Source: an optimization exercise on an open RTL-to-GDS flow (aim: small area). Production flows keep margins and buffers that such runs may drop.
Only the layout flow was run in this run; the RTL was not checked for function there.
Power figures rest on the tool's default switching activity, not on a simulated workload.

File: flow/config.mk
export PLATFORM = sky130hd
export DESIGN_NAME = exe_top
export DESIGN_NICKNAME = exe_top
export VERILOG_FILES = /design/flow/design.v
export SDC_FILE = /design/flow/constraint.sdc
export NUM_CORES = 4
export LEC_CHECK = 0
export ABC_AREA = 1
export CAP_MARGIN = 20
export CORE_MARGIN = 2
export CORE_UTILIZATION = 60
export GPL_TIMING_DRIVEN = 0
export SLEW_MARGIN = 20
File: flow/constraint.sdc
create_clock -name core_clock -period 5.0 [get_ports {clk_i}]
set_input_delay 1.0000 -clock core_clock [delete_from_list [all_inputs] [get_ports {clk_i}]]
set_output_delay 1.0000 -clock core_clock [all_outputs]
set_load 0.01 [all_outputs]
File: flow/design.v
`default_nettype none
package rv_isa_pkg;
    typedef logic [4:0] reg_idx_t;
    localparam reg_idx_t ZERO_REG = 5'd0;
    localparam logic [6:0] OPC_I      = 7'b0010011;
    localparam logic [6:0] OPC_R      = 7'b0110011;  
    localparam logic [6:0] OPC_LUI    = 7'b0110111;
    localparam logic [6:0] OPC_AUIPC  = 7'b0010111;
    localparam logic [6:0] OPC_S      = 7'b0100011;
    localparam logic [6:0] OPC_L      = 7'b0000011;
    localparam logic [6:0] OPC_B      = 7'b1100011;
    localparam logic [6:0] OPC_JAL    = 7'b1101111;
    localparam logic [6:0] OPC_JALR   = 7'b1100111;
    localparam logic [6:0] OPC_SYSTEM = 7'b1110011;
    localparam logic [2:0] F3_ADD  = 3'b000;  
    localparam logic [2:0] F3_SLL  = 3'b001;
    localparam logic [2:0] F3_SLT  = 3'b010;
    localparam logic [2:0] F3_SLTU = 3'b011;
    localparam logic [2:0] F3_XOR  = 3'b100;
    localparam logic [2:0] F3_SR   = 3'b101;  
    localparam logic [2:0] F3_OR   = 3'b110;
    localparam logic [2:0] F3_AND  = 3'b111;
    localparam logic [2:0] F3_BEQ  = 3'b000;
    localparam logic [2:0] F3_BNE  = 3'b001;
    localparam logic [2:0] F3_BLT  = 3'b100;
    localparam logic [2:0] F3_BGE  = 3'b101;
    localparam logic [2:0] F3_BLTU = 3'b110;
    localparam logic [2:0] F3_BGEU = 3'b111;
    localparam logic [2:0] F3_LB  = 3'b000;
    localparam logic [2:0] F3_LH  = 3'b001;
    localparam logic [2:0] F3_LW  = 3'b010;
    localparam logic [2:0] F3_LBU = 3'b100;
    localparam logic [2:0] F3_LHU = 3'b101;
    localparam logic [2:0] F3_SB = 3'b000;
    localparam logic [2:0] F3_SH = 3'b001;
    localparam logic [2:0] F3_SW = 3'b010;
    localparam logic [6:0] F7_BASE = 7'b0000000;
    localparam logic [6:0] F7_ALT  = 7'b0100000;  
endpackage
`default_nettype wire
`default_nettype none
package exe_pkg;
    localparam int XLEN_DEF = 32;
    localparam logic [3:0] MEM_NOP = 4'd0;
    localparam logic [3:0] LB      = 4'd1;
    localparam logic [3:0] LH      = 4'd2;
    localparam logic [3:0] LW      = 4'd3;
    localparam logic [3:0] LBU     = 4'd4;
    localparam logic [3:0] LHU     = 4'd5;
    localparam logic [3:0] SB      = 4'd6;
    localparam logic [3:0] SH      = 4'd7;
    localparam logic [3:0] SW      = 4'd8;
endpackage
`default_nettype wire
`timescale 1ns/1ps
`default_nettype none
module exe_top #(
    parameter int XLEN = exe_pkg::XLEN_DEF
) (
    input  wire                  clk_i,
    input  wire                  rst_i,
    input  wire                  in_valid_i,
    output logic                 in_ready_o,
    input  wire [31:0]           inst_i,
    input  wire [XLEN-1:0]       inst_addr_i,
    input  wire [XLEN-1:0]       op1_i,
    input  wire [XLEN-1:0]       op2_i,
    input  wire [4:0]            reg_waddr_i,
    input  wire                  reg_we_i,
    output logic                 out_valid_o,
    input  wire                  out_ready_i,
    output logic                 reg_we_o,
    output logic [4:0]           reg_waddr_o,
    output logic [XLEN-1:0]      reg_wdata_o,
    output logic                 mem_we_o,
    output logic [XLEN-1:0]      mem_addr_o,
    output logic [XLEN-1:0]      mem_wdata_o,
    output logic [3:0]           mem_op_o,
    output logic                 jump_en_o,
    output logic [XLEN-1:0]      jump_addr_o
);
    function automatic logic [32:0] carries_bk(input logic [31:0] p_in, input logic [31:0] g_in, input logic cin);
        logic [31:0] p, g;
        logic [32:0] c;
        p = p_in;
        g = g_in;
        g[0] = g[0] | (p[0] & cin);
        for (int i = 1; i <= 5; i++) begin
            for (int j = 2**i - 1; j < 32; j = j + 2**i) begin
                g[j] = g[j] | (p[j] & g[j - 2**(i-1)]);
                p[j] = p[j] & p[j - 2**(i-1)];
            end
        end
        for (int i = 5; i > 0; i--) begin
            for (int j = 2**i + 2**(i-1) - 1; j < 32; j = j + 2**i) begin
                g[j] = g[j] | (p[j] & g[j - 2**(i-1)]);
                p[j] = p[j] & p[j - 2**(i-1)];
            end
        end
        c = {g, cin};
        carries_bk = c;
    endfunction
    logic [6:0] opc;
    logic [2:0] f3;
    logic       f7_zero, f7_alt;
    logic       is_opi, is_opr, is_lui, is_ld, is_st, is_br, is_jmp;
    logic       alu_ok;
    assign opc     = inst_i[6:0];
    assign f3      = inst_i[14:12];
    assign f7_zero = inst_i[31:25] == 7'b0000000;
    assign f7_alt  = inst_i[31:25] == 7'b0100000;
    assign is_opi  = opc == rv_isa_pkg::OPC_I;
    assign is_opr  = opc == rv_isa_pkg::OPC_R;
    assign is_lui  = opc == rv_isa_pkg::OPC_LUI || opc == rv_isa_pkg::OPC_AUIPC;
    assign is_ld   = opc == rv_isa_pkg::OPC_L;
    assign is_st   = opc == rv_isa_pkg::OPC_S;
    assign is_br   = opc == rv_isa_pkg::OPC_B;
    assign is_jmp  = opc == rv_isa_pkg::OPC_JAL || opc == rv_isa_pkg::OPC_JALR;
    assign alu_ok = (is_opr & (f7_zero | f7_alt)) |
                    (is_opi & ~(f3 == 3'b001 & ~f7_zero) & ~(f3 == 3'b101 & ~f7_zero & ~f7_alt));
    logic sub, use_imm, s_fmt, sel_alu, sel_pc4;
    assign sub     = ~opc[2] & (opc[6] | (opc[4] & ((f3[2:1] == 2'b01) | (f3 == 3'b000 & opc[5] & inst_i[30]))));
    assign use_imm = ~opc[4] & (~opc[6] | opc[2]);
    assign s_fmt   = opc[5] & ~opc[2];
    assign sel_alu = opc[4] & ~opc[2];
    assign sel_pc4 = opc[6];
    logic [31:0] imm_a, b_a, p_a, g_a, sum_a;
    logic [32:0] c_a;
    logic        lt_u, lt_s, eq;
    assign imm_a = {{20{inst_i[31]}}, inst_i[31:25], s_fmt ? inst_i[11:7] : inst_i[24:20]};
    logic e_imm, e_pos, e_neg;
    assign e_imm = use_imm;
    assign e_pos = ~use_imm & ~sub;
    assign e_neg = ~use_imm & sub;
    assign b_a   = (imm_a & {32{e_imm}}) | (op2_i & {32{e_pos}}) | (~op2_i & {32{e_neg}});
    assign p_a   = op1_i ^ b_a;
    assign g_a   = op1_i & b_a;
    assign c_a   = carries_bk(p_a, g_a, sub);
    assign sum_a = p_a ^ c_a[31:0];
    assign lt_u = ~c_a[32];
    assign lt_s = lt_u ^ op1_i[31] ^ op2_i[31];
    assign eq   = &p_a;  
    logic [31:0] imm_b, sum_b, pc4;
    logic [32:0] c_b;
    assign imm_b = opc[2] ? {{12{inst_i[31]}}, inst_i[19:12], inst_i[20], inst_i[30:21], 1'b0}
                          : {{20{inst_i[31]}}, inst_i[7], inst_i[30:25], inst_i[11:8], 1'b0};
    assign c_b   = carries_bk(inst_addr_i ^ imm_b, inst_addr_i & imm_b, 1'b0);
    assign sum_b = inst_addr_i ^ imm_b ^ c_b[31:0];
    assign pc4[1:0] = inst_addr_i[1:0];
    assign pc4[2]   = ~inst_addr_i[2];
    for (genvar i = 3; i < 32; i++) begin : g_pc4
        assign pc4[i] = inst_addr_i[i] ^ (&inst_addr_i[i-1:2]);
    end
    logic cond, taken;
    assign cond  = f3[2] ? (f3[1] ? lt_u : lt_s) : eq;
    assign taken = is_br & (f3[2] | ~f3[1]) & (cond ^ f3[0]);
    logic [31:0] sh_in, s0, s1, s2, s3, s4;
    logic        fill;
    logic [4:0]  shamt;
    assign shamt = op2_i[4:0];
    assign fill  = f3[2] & inst_i[30] & op1_i[31];
    always_comb begin
        for (int i = 0; i < 32; i++) sh_in[i] = (op1_i[i] & f3[2]) | (op1_i[31-i] & ~f3[2]);
    end
    assign s0 = shamt[0] ? {{1{fill}},  sh_in[31:1]}  : sh_in;
    assign s1 = shamt[1] ? {{2{fill}},  s0[31:2]}     : s0;
    assign s2 = shamt[2] ? {{4{fill}},  s1[31:4]}     : s1;
    assign s3 = shamt[3] ? {{8{fill}},  s2[31:8]}     : s2;
    assign s4 = shamt[4] ? {{16{fill}}, s3[31:16]}    : s3;
    logic [31:0] w1_d, w2_d;
    logic e_add, e_p, e_g, e_shr, e_shl, e_slt, e_sltu;
    assign e_add  = ~sel_pc4 & (~sel_alu | f3 == 3'b000);
    assign e_p    = ~sel_pc4 & sel_alu & f3[2] & ~f3[0];
    assign e_g    = ~sel_pc4 & sel_alu & f3[2] & f3[1];
    assign e_shr  = ~sel_pc4 & sel_alu & f3 == 3'b101;
    assign e_shl  = ~sel_pc4 & sel_alu & f3 == 3'b001;
    assign e_slt  = ~sel_pc4 & sel_alu & f3 == 3'b010;
    assign e_sltu = ~sel_pc4 & sel_alu & f3 == 3'b011;
    always_comb begin
        for (int i = 0; i < 32; i++)
            w1_d[i] = (sum_a[i] & e_add) | (p_a[i] & e_p) | (g_a[i] & e_g) |
                      (s4[i] & e_shr) | (s4[31-i] & e_shl) | (pc4[i] & sel_pc4);
        w1_d[0] = w1_d[0] | (lt_s & e_slt) | (lt_u & e_sltu);
    end
    logic e_op2, e_sb, e_sa;
    assign e_op2 = ~opc[6];
    assign e_sb  = opc[6] & (opc[3] | ~opc[2]);
    assign e_sa  = opc[6] & ~opc[3] & opc[2];
    assign w2_d  = (op2_i & {32{e_op2}}) | (sum_b & {32{e_sb}}) | ({sum_a[31:1], 1'b0} & {32{e_sa}});
    logic       reg_we_d, wb_d, jump_en_d;
    logic [4:0] waddr_d;
    logic [3:0] mem_op_d;
    assign reg_we_d  = alu_ok | is_ld | is_jmp | (is_lui & reg_we_i);
    assign wb_d      = alu_ok | is_lui | is_jmp;
    assign waddr_d   = (alu_ok | is_lui | is_ld | is_st | is_jmp) ? reg_waddr_i : 5'd0;
    assign jump_en_d = taken | is_jmp;
    always_comb begin
        mem_op_d = exe_pkg::MEM_NOP;
        if (is_ld) begin
            case (f3)
                3'b000:  mem_op_d = exe_pkg::LB;
                3'b001:  mem_op_d = exe_pkg::LH;
                3'b010:  mem_op_d = exe_pkg::LW;
                3'b100:  mem_op_d = exe_pkg::LBU;
                3'b101:  mem_op_d = exe_pkg::LHU;
                default: mem_op_d = exe_pkg::MEM_NOP;
            endcase
        end else if (is_st) begin
            case (f3)
                3'b000:  mem_op_d = exe_pkg::SB;
                3'b001:  mem_op_d = exe_pkg::SH;
                3'b010:  mem_op_d = exe_pkg::SW;
                default: mem_op_d = exe_pkg::MEM_NOP;
            endcase
        end
    end
    logic [31:0] w1_n, w2_n;
    logic        wb_n;
    assign in_ready_o = ~out_valid_o | out_ready_i;
    always_ff @(posedge clk_i) begin
        if (rst_i) begin
            out_valid_o <= 1'b0;
        end else if (in_ready_o) begin
            out_valid_o <= in_valid_i;
        end
    end
    always_ff @(posedge clk_i) begin
        if (in_ready_o) begin
            w1_n        <= ~w1_d;
            w2_n        <= ~w2_d;
            wb_n        <= ~wb_d;
            reg_we_o    <= reg_we_d;
            reg_waddr_o <= waddr_d;
            mem_we_o    <= is_st;
            mem_op_o    <= mem_op_d;
            jump_en_o   <= jump_en_d;
        end
    end
    logic mem_n, st_n;
    assign mem_n = ~|mem_op_o;
    assign st_n  = ~(mem_op_o[3] | (mem_op_o[2] & mem_op_o[1]));
    assign reg_wdata_o = ~(w1_n | {32{wb_n}});
    assign mem_addr_o  = ~(w1_n | {32{mem_n}});
    assign mem_wdata_o = ~(w2_n | {32{st_n}});
    assign jump_addr_o = ~(w2_n | {32{~jump_en_o}});
endmodule
`default_nettype wire
File: flow/flow/run.sh
#!/bin/bash
# Standard ORFS layout (the standard.sh), except that the port buffers
# are made from the smallest buffer cell. Tool output goes to standard.log and
# to ORFS's own per-step logs under orfs/logs.
export BUFFER_PORTS_ARGS="-buffer_cell sky130_fd_sc_hd__buf_1"
bash standard.sh > standard.log 2>&1
File: flow/standard.sh
#!/bin/bash
# synth_recipe.tcl (not shown) runs the flow's synth.tcl, then flattens the netlist and writes it again
# the make line also repeats each setting of config.mk as NAME=value (left out here)
make -C /OpenROAD-flow-scripts/flow DESIGN_CONFIG=/design/flow/config.mk WORK_HOME=/design/flow/orfs CLKGATE_MAP_FILE= SYNTH_SCRIPT=/design/flow/synth_recipe.tcl "${@:-finish}"
==> notes.md <==
[registers in the layout, indices dropped and copies added, names as in the netlist, 4 cells and up]
name / cells
w1_n: 32
w2_n: 32
reg_waddr_o: 5
mem_op_o: 4
[logic make-up (layout without fill, tap and decap cells)]
group / Yosys count / after routing / synth area share (%)
AO/OA/AOI/OAI: 267 / 267 / 15.0
multiplexers: 3 / 3 / 0.278
AND/OR/NAND/NOR: 915 / 915 / 37.2
buffers and inverters: 248 / 556 / 9.08
adder cells (fa/ha/maj): 98 / 98 / 13.6
flip-flops: 78 / 78 / 21.6
XOR/XNOR: 40 / 40 / 3.24
[cell type report]
cell class / count / area, sq um / area share [%]
clock buffer: 10 / 229 / 1.79
inverter: 161 / 622 / 4.86
timing repair buffer: 292 / 1180 / 9.25
sequential: 78 / 2330 / 18.2
multi-input combinational: 1323 / 7660 / 59.9
clock inverter: 6 / 87.6 / 0.684
buffer: 87 / 395 / 3.09
tap: 229 / 287 / 2.24
[power by group through the flow]
stage | logic (mW) | registers, mW | clock network (mW)
after floorplan | 0.861 | 0.893 | 0
after global placement | 1.28 | 0.901 | 0
after detailed placement | 1.32 | 0.907 | 0
after CTS | 1.36 | 0.894 | 0.723
after global routing | 1.57 | 0.905 | 0.747
final | 1.48 | 0.897 | 0.736
[Yosys cell counts (2+ instances only)]
cell	number	area (sq um)
mux2i_1	3	30.0
o21ai_0	47	235
edfxtp_1	77	2310
nor4_1	3	18.8
inv_1	153	574
nor3_1	25	125
a31oi_1	7	43.8
clkbuf_1	38	143
nor3_2	11	110
nand3_2	3	30.0
o21ai_1	26	130
o22ai_1	35	219
buf_4	4	30.0
o211ai_1	14	105
nand2_1	294	1100
or2_2	4	25.0
a21oi_1	82	410
nand3_1	295	1480
o21bai_1	4	30.0
o211a_1	4	40.0
o21ai_2	7	61.3
xor2_1	28	245
xnor2_1	12	105
nand2_2	2	12.5
fa_1	32	641
buf_2	22	110
nor2_4	2	22.5
o221ai_1	3	26.3
nor2_1	256	961
a22oi_1	3	22.5
inv_2	7	26.3
ha_1	66	826
or2_1	8	50.1
buf_1	22	82.6
a221oi_1	25	219
a31o_2	3	26.3
a21o_1	3	22.5
and3_1	3	18.8
nand4_1	7	43.8
[routing by layer]
layer / vias up / routed length, um
met5: - / 10
met2: 1440 / 20600
li1: 6241 / -
met3: 387 / 7800
met1: 6402 / 17000
met4: 2 / 4340
[through the flow]
stage / setup slack [ns] / hold slack [ns] / util [%] / instances / TNS, ns
after detailed placement: -1.28 / 0.794 / 68.3 / 2158 / -31.63
after global placement: -1.21 / 1.16 / 68.0 / 2156 / -28.88
after floorplan: 0.117 / 1.07 / - / 1649 / 0
after CTS: 0.0180 / 0.790 / 70.7 / 2179 / 0
final: -0.0291 / 0.788 / 71.7 / 2186 / -0.0459
after global routing: -0.0489 / 0.825 / 71.7 / 2186 / -0.262
[worst paths after layout]
kind / slack (ns) / cells past startpoint / to / start
max: -0.03 / 22 / w1_n[30] / inst_i[31]
min: 0.79 / 2 / out_valid_o / rst_i
max reg2reg: 3.65 / 2 / w2_n[6] / out_valid_o
min reg2reg: 0.80 / 2 / out_valid_o / out_valid_o
[worst max-delay path: stages]
cell,delay [ns]
buf_2,0.34
clkinvlp_4,0.31
nor2_1,0.37
clkbuf_4,0.32
a21oi_1,0.06
o21ai_0,0.16
ha_1,0.32
buf_4,0.15
a21oi_1,0.18
nand2_1,0.11
a21oi_1,0.23
nand2_4,0.12
inv_4,0.09
o21bai_4,0.09
a21oi_2,0.17
nor2_1,0.06
nor2_1,0.15
fa_2,0.48
nor2_2,0.13
a221oi_2,0.05
nand3_1,0.17
nor2_1,0.06
[what timing repair did]
item,4_1_cts,5_1_grt
gates cloned,0,0
buffers inserted,5,7
endpoints found under the setup margin,39,33
resized for setup,23,46
pin swaps,11,13
==> results.yml <==
pwr:
  power_density_nw_per_um2: 243
  pwr-share-clk_pct: 23.7
  share_comb_of_total_power_pct: 47.5
  pwr-share-seq_pct: 28.9
  swShare_pct: 43.2
  power.total_mw: 3.11
  power.internal_mw: 1.77
  power_switching_mw: 1.34
  total_leakage_power_nw: 5.71
  ir_drop_mv: 0.182
timing:
  finClkSkew_ns: 0.00859
  min_period_ns: 5.03
  finalSetupViolCount: 3
  fin_ws_ns: -0.0291
  hold_viol: 0
  slew_violations: 0
  fin_crit_sh_pct: 101
  worst_pin_slew_ns: 1.06
  fmax_mhz: 199
  relSlewSlack_pct: 28.8
cts:
  clock-sinks: 78
  path_clk_slew_ns: 0.06
  h-tree-depth: 3
  cts_tree: "done"
  clockBufferDepth: 2
  cts_buffers: 9
  cts_hold_buf: 0
  insertion_delay_ns: 0.36
  cts_root_buffer: "clkbuf_16"
cells_and_area:
  fin_nets: 2188
  final_cell_mix: "295 x buf_1, 293 x nand3_1, 286 x nand2_1, 250 x nor2_1, 148 x inv_1"
  nFillCells: 1474
  area_growth_pct: 18.5
  final_area_sq_um: 12800
  num_antenna_cells: 0
  layout_commonest_cell: "buf_1"
  final_layout_size_suffix_gt1_share_pct: 7.41
die:
  ioPinCount: 280
  dieArea_sq_um: 19100
  fp-row-count: 49
  start_util_pct: 60.5
  core_area_sq_um: 17800
  die_height_um: 138
  die_w_um: 138
detailed_routing:
  viasPerCell: 6.62
  num_vias: 14472
  dr.pass1.iters: 13
  antenna_left: 0
  finalWirelength_um: 49800
  dr.first_iter.drc_count: 2794
  drc: 0
  wire_per_inst_um: 22.8
worst_hold_path:
  hold_class: "in -> reg"
synthesis:
  synth_seq_area_share_pct: 21.6
  avgSynthCellArea_sq_um: 6.55
  async_flop_share_pct: 0
  synthFlopType: "edfxtp_1"
  yosysUniqueCellTypes: 48
  synth-edff-count: 77
  ys_ff_latch: 78
  synth_nets: 1885
  yosys_warnings: 1
  syn_inst: 1649
  syn_area_sq_um: 10800
global_routing:
  grt_usage_pct: 49.6
  use_met2_pct: 73.6
  grt_max_degree: 58
  grt-busiest-layer: "met2"
  use_met3_pct: 13.1
  overflow: 0
  use_met1_pct: 64.5
  grt_pass1_wl_um: 73500
  antenna_found_initial: 1
  grt_pass1_vias: 13172
critical_path:
  endpoint_kind: "register"
  worstPathRequired_ns: 5.10
  critPathMaxFanout: 15
  cp-start-kind: "primary input"
  crit_type: "in -> reg"
  critPathArrivalTime_ns: 5.13
job:
  drv_cap: 0
place:
  dpl_cell_area_sq_um: 12200
  gp_congestion: 1.10
  portBuffers: 278
  hpwl_um: 39300
status:
  so_faults: "negative setup slack"
  status: "complete, but fails checks"

-- afterwards: timing with drivers on the ports --
Ports are ideal in the flow. The routed layout listed here was re-timed in OpenROAD. Step 1: set_driving_cell puts a clkbuf_16 on clk_i and a buf_2 on each other input, an assumption about the parent block. Step 2 adds t to the input delays and takes it off the output delays; t is the mean of the earliest and latest rising clock arrival at the registers after step 1. Input paths then give back, and output paths get back, about the clock's delay inside the block. Three values: no drivers, after step 1, after step 2; two values: the first two.
t (ns): 0.404
setup WS [ns]: -0.029 / -0.003 / -0.407
worst setup path after step 2: input to register
worst register clock-pin slew, ns: 0.07 / 0.07
The setup slack of this run moves by +0.026 ns with the drivers and by -0.378 ns with both steps.
